Background: an optimization exercise with open tools, aiming at small area. Do not read the settings as production practice.
Only simulation tests tie the RTL to the original design; equivalence was not proved.
Power figures rest on the tool's default switching activity, not on a simulated workload.

--- design.v ---
`timescale 1ns/1ns
package bp_pkg;
  typedef logic [31:0] pc_t;   
  localparam logic [1:0] CTR_SNT = 2'b00;   
  localparam logic [1:0] CTR_WNT = 2'b01;   
  localparam logic [1:0] CTR_WT  = 2'b10;   
  localparam logic [1:0] CTR_ST  = 2'b11;   
  localparam int TAG_W = 27;
endpackage
`timescale 1ns/1ns
module bp_entry_ram #(
  parameter int  NUM_ENTRIES = 32,
  localparam int IDX_W       = $clog2(NUM_ENTRIES),
  localparam int TAG_W       = bp_pkg::TAG_W
) (
  input  logic             clk,
  input  logic             rst_n,
  input  logic [IDX_W-1:0] f_idx,
  output logic             f_valid,
  output logic [TAG_W-1:0] f_tag,
  output logic             f_taken,     
  output bp_pkg::pc_t      f_target,
  input  logic [IDX_W-1:0] u_idx,
  output logic             u_valid,
  output logic [TAG_W-1:0] u_tag,
  output logic [1:0]       u_ctr,
  input  logic [IDX_W-1:0] wr_idx,
  input  logic             wr_ent,      
  input  logic [TAG_W-1:0] wr_tag,
  input  bp_pkg::pc_t      wr_target,
  input  logic             wr_ctr,      
  input  logic [1:0]       wr_ctr_val
);
  localparam int ENT_W = TAG_W + 32;
  logic [NUM_ENTRIES-1:0] f_sel, u_sel, w_sel;
  logic [NUM_ENTRIES-1:0] valid;
  logic [NUM_ENTRIES-1:0] ent_load, ent_keep, ctr_load, ctr_keep;
  logic [NUM_ENTRIES*ENT_W-1:0] ent_q;    
  logic [NUM_ENTRIES*2-1:0]     ctr_q;    
  logic [NUM_ENTRIES*(ENT_W+2)-1:0] f_rows;
  logic [NUM_ENTRIES*(TAG_W+3)-1:0] u_rows;
  bp_decode #(.N(NUM_ENTRIES)) f_dec_i (.idx(f_idx),  .sel(f_sel));
  bp_decode #(.N(NUM_ENTRIES)) u_dec_i (.idx(u_idx),  .sel(u_sel));
  bp_decode #(.N(NUM_ENTRIES)) w_dec_i (.idx(wr_idx), .sel(w_sel));
  always_ff @(posedge clk or negedge rst_n) begin
    if (!rst_n) begin
      valid <= '0;
    end else begin
      valid <= valid | ent_load;
    end
  end
  always_comb begin
    for (int i = 0; i < NUM_ENTRIES; i++) begin
      ent_load[i] = wr_ent && w_sel[i];
      ent_keep[i] = !(wr_ent && w_sel[i]);
      ctr_load[i] = wr_ctr && w_sel[i];
      ctr_keep[i] = !(wr_ctr && w_sel[i]);
    end
  end
  bp_store #(.ROWS(NUM_ENTRIES), .WIDTH(ENT_W)) ent_store_i (
    .clk(clk), .load(ent_load), .keep(ent_keep), .wdata({wr_tag, wr_target}), .q(ent_q)
  );
  bp_store #(.ROWS(NUM_ENTRIES), .WIDTH(2)) ctr_store_i (
    .clk(clk), .load(ctr_load), .keep(ctr_keep), .wdata(wr_ctr_val), .q(ctr_q)
  );
  for (genvar i = 0; i < NUM_ENTRIES; i++) begin : g_row
    assign f_rows[i*(ENT_W+2) +: ENT_W+2] = {valid[i], ctr_q[2*i+1], ent_q[i*ENT_W +: ENT_W]};
    assign u_rows[i*(TAG_W+3) +: TAG_W+3] = {valid[i], ctr_q[2*i +: 2], ent_q[i*ENT_W+32 +: TAG_W]};
  end
  bp_read_port #(.ROWS(NUM_ENTRIES), .WIDTH(ENT_W+2)) f_port_i (
    .sel(f_sel), .rows(f_rows), .data({f_valid, f_taken, f_tag, f_target})
  );
  bp_read_port #(.ROWS(NUM_ENTRIES), .WIDTH(TAG_W+3)) u_port_i (
    .sel(u_sel), .rows(u_rows), .data({u_valid, u_ctr, u_tag})
  );
endmodule
module bp_decode #(
  parameter int  N = 32,
  localparam int W = $clog2(N)
) (
  input  logic [W-1:0] idx,
  output logic [N-1:0] sel
);
  always_comb begin
    for (int i = 0; i < N; i++) sel[i] = (idx == W'(i));
  end
endmodule
module bp_store #(
  parameter int ROWS  = 32,
  parameter int WIDTH = 1
) (
  input  logic                  clk,
  input  logic [ROWS-1:0]       load,
  input  logic [ROWS-1:0]       keep,
  input  logic [WIDTH-1:0]      wdata,
  output logic [ROWS*WIDTH-1:0] q
);
  always_ff @(posedge clk) begin
    for (int i = 0; i < ROWS; i++)
      q[i*WIDTH +: WIDTH] <= (q[i*WIDTH +: WIDTH] & {WIDTH{keep[i]}}) |
                             (wdata & {WIDTH{load[i]}});
  end
endmodule
module bp_read_port #(
  parameter int ROWS  = 32,
  parameter int WIDTH = 1,
  localparam int GROUPS = (ROWS + 2) / 3
) (
  input  logic [ROWS-1:0]       sel,
  input  logic [ROWS*WIDTH-1:0] rows,
  output logic [WIDTH-1:0]      data
);
  for (genvar b = 0; b < WIDTH; b++) begin : g_bit
    logic [GROUPS-1:0] grp_n;   
    for (genvar g = 0; g < GROUPS; g++) begin : g_grp
      if (3 * g + 2 < ROWS) begin : g_three
        bp_aoi3 aoi_i (
          .s0(sel[3*g]),   .d0(rows[(3*g)*WIDTH + b]),
          .s1(sel[3*g+1]), .d1(rows[(3*g+1)*WIDTH + b]),
          .s2(sel[3*g+2]), .d2(rows[(3*g+2)*WIDTH + b]),
          .y_n(grp_n[g])
        );
      end else if (3 * g + 1 < ROWS) begin : g_two
        bp_aoi2 aoi_i (
          .s0(sel[3*g]),   .d0(rows[(3*g)*WIDTH + b]),
          .s1(sel[3*g+1]), .d1(rows[(3*g+1)*WIDTH + b]),
          .y_n(grp_n[g])
        );
      end else begin : g_one
        assign grp_n[g] = !(sel[3*g] && rows[(3*g)*WIDTH + b]);
      end
    end
    assign data[b] = !(&grp_n);
  end
endmodule
module bp_aoi3 (
  input  logic s0, d0, s1, d1, s2, d2,
  output logic y_n
);
  assign y_n = !((s0 && d0) || (s1 && d1) || (s2 && d2));
endmodule
module bp_aoi2 (
  input  logic s0, d0, s1, d1,
  output logic y_n
);
  assign y_n = !((s0 && d0) || (s1 && d1));
endmodule
`timescale 1ns/1ns
module bp_update_slave (
  input  logic        clk,
  input  logic        rst_n,
  input  logic        wb_cyc,
  input  logic        wb_stb,
  input  logic        wb_we,
  input  bp_pkg::pc_t wb_adr,       
  input  bp_pkg::pc_t wb_dat_i,     
  input  logic        wb_tgd_i,     
  output logic        wb_ack,
  output logic        wb_err,
  output logic        upd_valid,    
  output bp_pkg::pc_t upd_pc,
  output bp_pkg::pc_t upd_target,
  output logic        upd_taken
);
  logic req;            
  logic ack_q;
  logic err_q;
  bp_pkg::pc_t adr_q;   
  bp_pkg::pc_t dat_q;
  logic tgd_q;
  assign req = wb_cyc && wb_stb && !ack_q && !err_q;
  always_ff @(posedge clk or negedge rst_n) begin
    if (!rst_n) begin
      ack_q <= 1'b0;
      err_q <= 1'b0;
    end else begin
      ack_q <= req && wb_we;    
      err_q <= req && !wb_we;   
    end
  end
  always_ff @(posedge clk) begin
    adr_q <= wb_adr;
    dat_q <= wb_dat_i;
    tgd_q <= wb_tgd_i;
  end
  assign wb_ack     = ack_q;
  assign wb_err     = err_q;
  assign upd_valid  = ack_q;   
  assign upd_pc     = adr_q;
  assign upd_target = dat_q;
  assign upd_taken  = tgd_q;
endmodule
`timescale 1ns/1ns
module bp_predict_core #(
  parameter int  NUM_ENTRIES = 32,
  localparam int IDX_W       = $clog2(NUM_ENTRIES),
  localparam int TAG_W       = bp_pkg::TAG_W
) (
  input  logic        clk,
  input  logic        rst_n,
  input  logic        fetch_valid,
  input  bp_pkg::pc_t fetch_pc,
  input  bp_pkg::pc_t bus_pc,        
  input  logic        upd_valid,
  input  bp_pkg::pc_t upd_pc,
  input  bp_pkg::pc_t upd_target,
  input  logic        upd_taken,
  output logic        look_valid,    
  output logic        look_hit,
  output bp_pkg::pc_t look_next_pc
);
  logic             f_valid, f_taken, u_valid;
  logic [TAG_W-1:0] f_tag, u_tag;
  bp_pkg::pc_t      f_target;
  logic [1:0]       u_ctr;
  logic             hit, tag_match, u_match;
  logic [1:0]       u_ctr_q;
  logic [1:0]       ctr_next;
  function automatic logic [TAG_W-1:0] pc_tag(bp_pkg::pc_t pc);
    pc_tag = {pc[31:IDX_W+2], pc[1:0]};
  endfunction
  bp_entry_ram #(.NUM_ENTRIES(NUM_ENTRIES)) ram_i (
    .clk(clk), .rst_n(rst_n),
    .f_idx(fetch_pc[IDX_W+1:2]), .f_valid(f_valid), .f_tag(f_tag),
    .f_taken(f_taken), .f_target(f_target),
    .u_idx(bus_pc[IDX_W+1:2]), .u_valid(u_valid), .u_tag(u_tag), .u_ctr(u_ctr),
    .wr_idx(upd_pc[IDX_W+1:2]),
    .wr_ent(upd_valid && upd_taken), .wr_tag(pc_tag(upd_pc)), .wr_target(upd_target),
    .wr_ctr(upd_valid && (upd_taken || tag_match)), .wr_ctr_val(ctr_next)
  );
  assign u_match = u_valid && (u_tag == pc_tag(bus_pc));
  always_ff @(posedge clk) begin
    tag_match <= u_match;
    u_ctr_q   <= u_ctr;
  end
  always_comb begin
    if (!tag_match) ctr_next = bp_pkg::CTR_WT;
    else if (upd_taken) ctr_next = (u_ctr_q == bp_pkg::CTR_ST) ? u_ctr_q : u_ctr_q + 2'd1;
    else ctr_next = (u_ctr_q == bp_pkg::CTR_SNT) ? u_ctr_q : u_ctr_q - 2'd1;
  end
  assign hit = fetch_valid && f_valid && (f_tag == pc_tag(fetch_pc)) && f_taken;
  always_ff @(posedge clk or negedge rst_n) begin
    if (!rst_n) begin
      look_valid <= 1'b0;
      look_hit   <= 1'b0;
    end else begin
      look_valid <= fetch_valid;
      look_hit   <= hit;
    end
  end
  always_ff @(posedge clk) begin
    look_next_pc <= hit ? f_target : fetch_pc + 32'd4;
  end
endmodule
`timescale 1ns/1ns
module bp_next_pc (
  input  logic        clk,
  input  logic        rst_n,
  input  logic        look_valid,
  input  logic        look_hit,
  input  bp_pkg::pc_t look_next_pc,
  output logic        pred_valid,
  output logic        pred_hit,
  output bp_pkg::pc_t pred_next_pc
);
  logic        d_valid, d_hit;
  bp_pkg::pc_t d_next_pc;
  always_ff @(posedge clk or negedge rst_n) begin
    if (!rst_n) begin
      d_valid    <= 1'b0;
      d_hit      <= 1'b0;
      pred_valid <= 1'b0;
      pred_hit   <= 1'b0;
    end else begin
      d_valid    <= look_valid;
      d_hit      <= look_hit;
      pred_valid <= d_valid;
      pred_hit   <= d_hit;
    end
  end
  always_ff @(posedge clk) begin
    d_next_pc    <= look_next_pc;
    pred_next_pc <= d_next_pc;
  end
endmodule
`timescale 1ns/1ns
module bp_top #(
  parameter int NUM_ENTRIES = 32   
) (
  input  logic        clk,
  input  logic        rst_n,
  input  logic        fetch_valid,
  input  bp_pkg::pc_t fetch_pc,
  output logic        pred_valid,
  output logic        pred_hit,
  output bp_pkg::pc_t pred_next_pc,
  input  logic        wb_cyc,
  input  logic        wb_stb,
  input  logic        wb_we,
  input  bp_pkg::pc_t wb_adr,       
  input  bp_pkg::pc_t wb_dat_i,     
  input  logic        wb_tgd_i,     
  output logic        wb_ack,
  output logic        wb_err
);
  logic upd_valid;     
  bp_pkg::pc_t  upd_pc;
  bp_pkg::pc_t  upd_target;
  logic upd_taken;
  logic look_valid;    
  logic look_hit;
  bp_pkg::pc_t  look_next_pc;
  bp_update_slave update_slave_i (
    .clk(clk), .rst_n(rst_n),
    .wb_cyc(wb_cyc), .wb_stb(wb_stb), .wb_we(wb_we),
    .wb_adr(wb_adr), .wb_dat_i(wb_dat_i), .wb_tgd_i(wb_tgd_i),
    .wb_ack(wb_ack), .wb_err(wb_err),
    .upd_valid(upd_valid), .upd_pc(upd_pc),
    .upd_target(upd_target), .upd_taken(upd_taken)
  );
  bp_predict_core #(.NUM_ENTRIES(NUM_ENTRIES)) predict_core_i (
    .clk(clk), .rst_n(rst_n),
    .fetch_valid(fetch_valid), .fetch_pc(fetch_pc),
    .bus_pc(wb_adr), .upd_valid(upd_valid), .upd_pc(upd_pc),
    .upd_target(upd_target), .upd_taken(upd_taken),
    .look_valid(look_valid), .look_hit(look_hit), .look_next_pc(look_next_pc)
  );
  bp_next_pc next_pc_i (
    .clk(clk), .rst_n(rst_n),
    .look_valid(look_valid), .look_hit(look_hit), .look_next_pc(look_next_pc),
    .pred_valid(pred_valid), .pred_hit(pred_hit), .pred_next_pc(pred_next_pc)
  );
endmodule
--- flow/run.sh ---
#!/bin/bash
# The standard layout, with two changes: the clock tree is built from larger
# sink clusters of clkbuf_8 without dummy loads, and ports are buffered with buf_1.
set -euo pipefail
export CTS_ARGS="-sink_clustering_enable -repair_clock_nets -sink_clustering_size 14 -sink_clustering_max_diameter 45 -buf_list {sky130_fd_sc_hd__clkbuf_8} -dont_use_dummy_load"
export BUFFER_PORTS_ARGS="-buffer_cell sky130_fd_sc_hd__buf_1"
bash standard.sh > standard.log 2>&1
--- standard.sh ---
#!/bin/bash
# synth_recipe.tcl (not shown) runs the flow's synth.tcl, then flattens the netlist and writes it again
# the make line also repeats each setting of config.mk as NAME=value (left out here)
make -C /OpenROAD-flow-scripts/flow DESIGN_CONFIG=/design/flow/config.mk WORK_HOME=/design/flow/orfs CLKGATE_MAP_FILE= SYNTH_SCRIPT=/design/flow/synth_recipe.tcl "${@:-finish}"
--- config.mk ---
export PLATFORM = sky130hd
export DESIGN_NAME = bp_top
export DESIGN_NICKNAME = bp_top
export VERILOG_FILES = /design/flow/design.v
export SDC_FILE = /design/flow/constraint.sdc
export NUM_CORES = 4
export LEC_CHECK = 0
export CAP_MARGIN = 10
export CELL_PAD_IN_SITES_DETAIL_PLACEMENT = 0
export CELL_PAD_IN_SITES_GLOBAL_PLACEMENT = 1
export CORE_MARGIN = 2
export CORE_UTILIZATION = 60
export CTS_BUF_LIST = sky130_fd_sc_hd__clkbuf_4 sky130_fd_sc_hd__clkbuf_8
export CTS_CLUSTER_DIAMETER = 80
export CTS_CLUSTER_SIZE = 24
export PLACE_DENSITY = 0.68
export SETUP_SLACK_MARGIN = 0.1
export SLEW_MARGIN = 10
export SYNTH_HIERARCHICAL = 1
--- constraint.sdc ---
create_clock -name core_clock -period 6.0 [get_ports {clk}]
set_input_delay 1.2000 -clock core_clock [delete_from_list [all_inputs] [get_ports {clk}]]
set_output_delay 1.2000 -clock core_clock [all_outputs]
set_load 0.01 [all_outputs]
==> impl_metrics.yaml, run 1 <==
outcome:
  status: "complete, no violations"
die:
  die_area_um2: 137000
  die_w_um: 370
  initial_core_util: 0.604
  row_count: 134
  fp.dieH_um: 370
  io_pins: 139
  core_area_um2: 133000
detailed_routing:
  drt-pass1-iter-count: 17
  wl_per_cell_um: 43.1
  avgViaCountPerCell: 8.64
  drtAntennaViolNets: 0
  finalWirelength_um: 360000
  drc: 0
  first_iter_violations: 19549
  vias: 72262
synth:
  yosys.area.top_type: "dfxtp_1"
  seq_area_frac_synth: 0.538
  synth_edf_count: 0
  synth.area.top_cells: "dfxtp_1 (53%), a22o_1 (21%), a222oi_1 (11%), buf_2 (3.0%), buf_6 (2.4%)"
  synth.net_count: 6741
  syn_inst: 6637
  yosys_most_used_dff: "dfxtp_1"
  avgSynthCellArea_um2: 12.1
  ys_warn_count: 13
  yosysMostFrequentCell: "dfxtp_1"
  ys_types: 44
  async_reset_ff_frac: 0.0186
  ys_ff_latch: 2156
  synth_top_area_frac: 0.526
  syn_area_um2: 80500
  ys_top_cells_by_count: "dfxtp_1 (2116), a22o_1 (1950), a222oi_1 (910), buf_2 (476), nand4_1 (204)"
sta:
  hold_violations: 0
  max_freq_ghz: 0.177
  maxSlewViolCount: 0
  tightest_slew_ns: 1.36
  fin_crit_ns: 5.63
  rsz0062_at_grt: "no"
  final.period_utilization: 0.939
  skew_ns: 0.119
  slew_headroom: 0.0885
  setup_viol: 0
cells_and_area:
  final_cell_count_no_fill: 8368
  area_growth_syn_to_layout_pct: 5.39
  finalCoreUtilization: 0.637
  ff_latch_area_um2: 43400
  multiInputGateArea_um2: 33600
  nets: 6690
  fill_cells: 10496
  drive_gt1_frac: 0.116
global_route:
  grt_pass1_wl_um: 497000
  grt_max_degree: 65
  grt_pass1_vias: 67430
  track_usage: 0.501
  grt.overflow.total: 0
  antenna_found_initial: 27
worst_setup_path:
  startpoint_type: "primary input"
  critPathCaptureType: "register"
  criticalPathCategory: "primary input to register"
  reg2reg_depth: 5
  critPathRequiredTime_ns: 6.84
  worstReg2RegStart: "update_slave_i.tgd_q$_DFF_P_"
  rr_endpoint: "predict_core_i.ram_i.ent_store_i.q[1887]$_DFF_P_"
  path_max_fanout: 31
  slowest_delay_ns: 1.09
  cp.arrival_ns: 6.47
  slowest_stage: "nor2_4"
  worstPathCellList: "buf_1 > nand3b_1 > nor2_4 > buf_4 > a222oi_1 > nand4_1 > or3_1 > xor2_1 > nor4_1 > nand2_1 > nor3_4 > buf_12 > mux2_2"
  ff2ff_setup_slack_ns: 2.14
clock_network:
  cts_tree: "built"
  cts_max_level: 4
  cts_buffers: 200
  cts_resized: 0
  clock-sinks: 2156
  insertion_delay_ns: 1.02
  postCtsHoldBufs: 0
  cts_setup_buffers: 0
  clock_path_buffers: 3
  clkTransAtPathRegs_ns: 0.08
  clockRootBuffer: "clkbuf_8"
pwr:
  pwr_density_cell_nw_per_um2: 291
  p_leak_nw: 32.4
  ir_drop_uv: 233
  power_mw: 24.7
worst_hold_path:
  hold_path_class: "primary input to register"
  min_from: "wb_dat_i[20]"
  hold_depth: 1
  min_to: "update_slave_i.dat_q[20]$_DFF_P_"
place:
  port_buffers: 138
  dp_cells: 8149
  gp_congestion: 1.03
  dp_hpwl_um: 215000
job:
  drv_cap: 0
## Yosys stat by module, one instance, submodules excluded, excerpt
| module | cell area, µm² | copies in the design | cells |
|---|---|---|---|
| bp_aoi3 | 10.0 | 910 | 1 |
| bp_update_slave | 1400 | 1 | 71 |
| bp_next_pc | 1380 | 1 | 68 |
| bp_aoi2 | 12.5 | 91 | 1 |
## worst max-delay path by stage
stage | start | to
6_report | fetch_pc[2] | predict_core_i.look_next_pc[31]$_DFF_P_
5_1_grt | fetch_pc[2] | predict_core_i.look_next_pc[31]$_DFF_P_
4_1_cts | fetch_pc[2] | predict_core_i.look_next_pc[31]$_DFF_P_
3_5_place_dp | fetch_pc[2] | predict_core_i.look_next_pc[31]$_DFF_P_
3_3_place_gp | fetch_pc[2] | predict_core_i.look_next_pc[31]$_DFF_P_
2_1_floorplan | fetch_pc[6] | predict_core_i.look_next_pc[0]$_DFF_P_
## registers in the layout, summed over array words and instances (netlist names), 2 cells and up
signal / cells
next_pc_i.d_next_pc: 32
update_slave_i.adr_q: 32
predict_core_i.look_next_pc: 32
update_slave_i.dat_q: 32
predict_core_i.u_ctr_q: 2
predict_core_i.ram_i.ctr_store_i.q: 64
predict_core_i.ram_i.valid: 32
predict_core_i.ram_i.ent_store_i.q: 1888
next_pc_i.pred_next_pc: 32
## cell type report
cell class,count,area share
Antenna cell,16,0.000472
Inverter,5,0.000221
Multi-Input combinational cell,3812,0.396
Sequential cell,2156,0.511
Tap cell,1768,0.0261
Timing Repair Buffer,411,0.0341
Clock buffer,200,0.0324
## layer usage
| layer | track usage | part of all wire |
|---|---|---|
| met1 | 0.631 | 0.35 |
| met2 | 0.679 | 0.39 |
| met3 | 0.254 | 0.18 |
| met5 | 0.0203 | 0.0017 |
| met4 | 0.296 | 0.074 |
## worst max-delay path, delay by kind of cell
kind            cells  cell delay [ns]
compound gates      1             0.18
mux                 1             0.37
xor+xnor            1             0.11
buf+inv             3             1.29
simple gates        7             3.26
## placed cells by master (no fill, tap or decap), types with 91 or more instances in the layout
master and n:
dfxtp_1 2101, a22o_1 1950, a222oi_1 910, buf_4 247, nand4_1 204, clkbuf_8 200
buf_1 137, nand3_1 104, or3_1 94, a22oi_2 91
## kinds of logic (layout without fill, tap and decap cells)
group / count (synthesis) / after routing / share of synthesized area
AO/OA/AOI/OAI: 2988 / 2988 / 0.343
flip-flops: 2156 / 2156 / 0.538
AND/OR/NAND/NOR: 708 / 708 / 0.0493
buffers and inverters: 669 / 616 / 0.0547
XOR/XNOR: 82 / 82 / 0.00892
multiplexers: 32 / 32 / 0.00581
adder cells (fa/ha/maj): 2 / 2 / 0.000280
other: 0 / 16 / 0
## power breakdown
part           switching, mW  internal, mW  leakage, nW
clock network           4.79          2.95         1.44
logic                  0.791         0.580         13.3
registers              0.605          15.0         17.7
total                   6.18          18.5         32.4
## per-stage QoR
| stage | TNS, ns | area, µm² | setup WS, ns | hold slack, ns |
|---|---|---|---|---|
| global route | 0 | 84900 | 0.485 | 0.277 |
| global placement | -0.00979 | 82000 | -0.00979 | 0.312 |
| detailed placement | -0.0246 | 82000 | -0.0225 | 0.312 |
| CTS | 0 | 84800 | 0.908 | 0.266 |
| finish | 0 | 84900 | 0.366 | 0.285 |
| floorplan | 0 | 80600 | 0.377 | 0.310 |
==> inputs of run 2 (changes only) <==
--- a/config.mk
+++ b/config.mk
@@ -5,7 +5,7 @@
 export SDC_FILE = /design/flow/constraint.sdc
 export NUM_CORES = 4
 export LEC_CHECK = 0
-export CAP_MARGIN = 10
+export CAP_MARGIN = 0
 export CELL_PAD_IN_SITES_DETAIL_PLACEMENT = 0
 export CELL_PAD_IN_SITES_GLOBAL_PLACEMENT = 1
 export CORE_MARGIN = 2
@@ -15,5 +15,5 @@
 export CTS_CLUSTER_SIZE = 24
 export PLACE_DENSITY = 0.68
 export SETUP_SLACK_MARGIN = 0.1
-export SLEW_MARGIN = 10
+export SLEW_MARGIN = 0
 export SYNTH_HIERARCHICAL = 1
==> impl_metrics.yaml, run 2 <==
outcome:
  status: "finished with violations"
  so.violations: "max-capacitance violations, max-slew violations"
sta:
  fin_crit_ns: 5.62
  holdWs_ns: 0.282
  max_freq_ghz: 0.178
  rsz0062_at_grt: "no"
  skew_ns: 0.105
  tightest_slew_ns: 1.61
  hold_violations: 0
  slew_headroom: -0.0753
  maxSlewViolCount: 32
  final.period_utilization: 0.936
  setup_viol: 0
place:
  postPlaceCellArea_um2: 82000
  gp_congestion: 1.03
  dp_hpwl_um: 215000
  dp_cells: 8149
  port_buffers: 138
synth:
  yosysMostFrequentCell: "dfxtp_1"
  ys_warn_count: 13
  ys_top_cells_by_count: "dfxtp_1 (2116), a22o_1 (1950), a222oi_1 (910), buf_2 (476), nand4_1 (204)"
  synthXorXnorAreaFrac: 0.00892
  synth_edf_count: 0
  ys_ff_latch: 2156
  synth_top_family_by_area: "compound AO/OA/AOI/OAI gates"
  synth_top_area_frac: 0.526
  seq_area_frac_synth: 0.538
  synth.area.top_cells: "dfxtp_1 (53%), a22o_1 (21%), a222oi_1 (11%), buf_2 (3.0%), buf_6 (2.4%)"
  synthSimpleGateAreaFrac: 0.0493
  async_reset_ff_frac: 0.0186
  syn_inst: 6637
  synth.net_count: 6741
  syn_area_um2: 80500
  ys_types: 44
  yosys.area.top_type: "dfxtp_1"
  synth-compound-area-share: 0.343
  synthAdderAreaFrac: 0.000280
  yosys_most_used_dff: "dfxtp_1"
  avgSynthCellArea_um2: 12.1
  muxShareOfSynthArea: 0.00581
global_route:
  grt_pass1_vias: 67430
  grt_max_degree: 65
  antenna_found_initial: 27
  grt_pass1_wl_um: 497000
  grt.overflow.total: 0
  track_usage: 0.501
worst_setup_path:
  critPathRequiredTime_ns: 6.85
  cp.arrival_ns: 6.47
  reg2reg_depth: 5
  endpoint: "predict_core_i.look_next_pc[31]$_DFF_P_"
  setup.worst_path.start: "fetch_pc[5]"
  startpoint_type: "primary input"
  criticalPathCategory: "primary input to register"
  path_max_fanout: 31
  worstReg2RegStart: "update_slave_i.tgd_q$_DFF_P_"
  ff2ff_setup_slack_ns: 2.15
  rr_endpoint: "predict_core_i.ram_i.ent_store_i.q[1887]$_DFF_P_"
  critPathCaptureType: "register"
clock_network:
  cts_buffers: 200
  cts_tree: "built"
  cts_setup_buffers: 0
  clkTransAtPathRegs_ns: 0.09
  clock_path_buffers: 3
  insertion_delay_ns: 1.01
  cts_resized: 0
  clockRootBuffer: "clkbuf_8"
  cts_max_level: 4
  clock-sinks: 2156
  postCtsHoldBufs: 0
detailed_routing:
  drc: 0
  drt-pass1-iter-count: 17
  first_iter_violations: 19250
  finalWirelength_um: 360000
  drtAntennaViolNets: 0
  vias: 71961
  avgViaCountPerCell: 8.60
  wl_per_cell_um: 43.0
cells_and_area:
  largest_reg_flops: 1888
  top_register: "predict_core_i.ram_i.ent_store_i.q"
  area_growth_syn_to_layout_pct: 5.30
  nets: 6687
  design_area_um2: 84800
  largestRegisters: "predict_core_i.ram_i.ent_store_i.q: 1888 flops, predict_core_i.ram_i.ctr_store_i.q: 64 flops"
  final_cell_count_no_fill: 8365
  fill_cells: 10505
  drive_gt1_frac: 0.114
  final_common_cell: "dfxtp_1"
  finalCoreUtilization: 0.636
  layout_common_cells: "dfxtp_1 (2114), a22o_1 (1950), a222oi_1 (910), buf_4 (247), nand4_1 (204)"
die:
  die_area_um2: 137000
  initial_core_util: 0.604
  core_area_um2: 133000
  fp.dieH_um: 370
  row_count: 134
  io_pins: 139
  die_w_um: 370
pwr:
  power_mw: 24.7
  pwr_density_cell_nw_per_um2: 291
  ir_drop_uv: 234
  p_leak_nw: 32.4
job:
  drv_cap: 1
worst_hold_path:
  hold_path_class: "primary input to register"
[run 2: worst min-delay path by stage]
| stage | from | to | slack [ns] | depth (start not counted) |
|---|---|---|---|---|
| after floorplan | predict_core_i.look_next_pc[0]$_DFF_P_ | next_pc_i.d_next_pc[0]$_DFF_P_ | 0.31 | 0 |
| after global placement | next_pc_i.d_next_pc[4]$_DFF_P_ | next_pc_i.pred_next_pc[4]$_DFF_P_ | 0.31 | 0 |
| after detailed placement | next_pc_i.d_next_pc[19]$_DFF_P_ | next_pc_i.pred_next_pc[19]$_DFF_P_ | 0.31 | 0 |
| after CTS | wb_dat_i[31] | update_slave_i.dat_q[31]$_DFF_P_ | 0.27 | 1 |
| after global routing | wb_dat_i[30] | update_slave_i.dat_q[30]$_DFF_P_ | 0.28 | 1 |
| final | wb_dat_i[31] | update_slave_i.dat_q[31]$_DFF_P_ | 0.28 | 1 |
[run 2: layout make-up]
type                       count  area [µm²]  area share
antenna                       16        40.0    0.000472
clock buffer                 200        2750      0.0325
inverter                       5        18.8    0.000221
multi-input combinational   3812       33600       0.396
sequential                  2156       43400       0.511
tap                         1768        2210      0.0261
timing repair buffer         408        2830      0.0334
[run 2: metal layers]
| metal | GRT usage | vias up | part of all wire |
|---|---|---|---|
| met5 | 0.0203 | - | 0.0019 |
| met4 | 0.296 | 36 | 0.074 |
| met3 | 0.254 | 1908 | 0.18 |
| met2 | 0.679 | 7445 | 0.39 |
| met1 | 0.631 | 34797 | 0.35 |
| li1 | - | 27775 | - |
[run 2: logic make-up after synthesis]
group                    count (synthesis)
AO/OA/AOI/OAI                         2988
XOR/XNOR                                82
adder cells (fa/ha/maj)                  2
buffers and inverters                  669
flip-flops                            2156
multiplexers                            32
AND/OR/NAND/NOR                        708
[run 2: worst max-delay path: stages]
cell and delay, ns:
buf_1 0.48, nand3b_1 0.44, nor2_4 1.06, buf_4 0.51, a222oi_1 0.18, nand4_1 0.20
or3_1 0.25, xor2_1 0.11, nor4_1 0.82, nand2_1 0.22, nor3_4 0.25, buf_12 0.32
mux2_2 0.37
[run 2: report_power, final]
group          switching (mW)  internal (mW)  leakage [nW]  total (mW)
Sequential              0.609           15.0          17.7        15.6
Clock                    4.79           2.95          1.44        7.74
Combinational           0.785          0.578          13.2        1.36
[run 2: metrics by stage]
| stage | TNS [ns] | setup slack, ns |
|---|---|---|
| after floorplan | 0 | 0.377 |
| final | 0 | 0.385 |
| after global routing | 0 | 0.485 |
| after detailed placement | -0.0246 | -0.0225 |
| after global placement | -0.00979 | -0.00979 |
| after CTS | 0 | 0.908 |
[run 2: per-module statistics from Yosys, one instance, submodules excluded, a selection]
module           area [µm²]  copies in the design  cells  flip-flops and latches
bp_aoi3                10.0                   910      1                       0
bp_update_slave        1400                     1     71                      67
bp_aoi2                12.5                    91      1                       0
bp_next_pc             1380                     1     68                      68

## static timing again, ports no longer ideal
The results above use ideal ports. As a check the final layouts listed here were re-extracted and re-timed, cells and wires unchanged. Step 1, drivers: a clkbuf_16 drives clk and a buf_2 each remaining input, both assumed. Step 2 times the ports against the registers' clock, not the clock port: input delays grow and output delays shrink by t, the midpoint of the rising clock arrivals with the driver on. Three values: ideal, step 1, step 2; two values: the first two.
| run | shift t [ns] | slack for setup (ns) | worst register clock-pin slew, ns |
|---|---|---|---|
| run 1 | 1.050 | 0.366 / 0.420 / -0.630 | 0.10 / 0.10 |
| run 2 | 1.052 | 0.385 / 0.433 / -0.619 | 0.10 / 0.10 |
For run 2, which loses most, drivers alone change the setup slack by +0.048 ns; drivers and shift together by -1.004 ns.
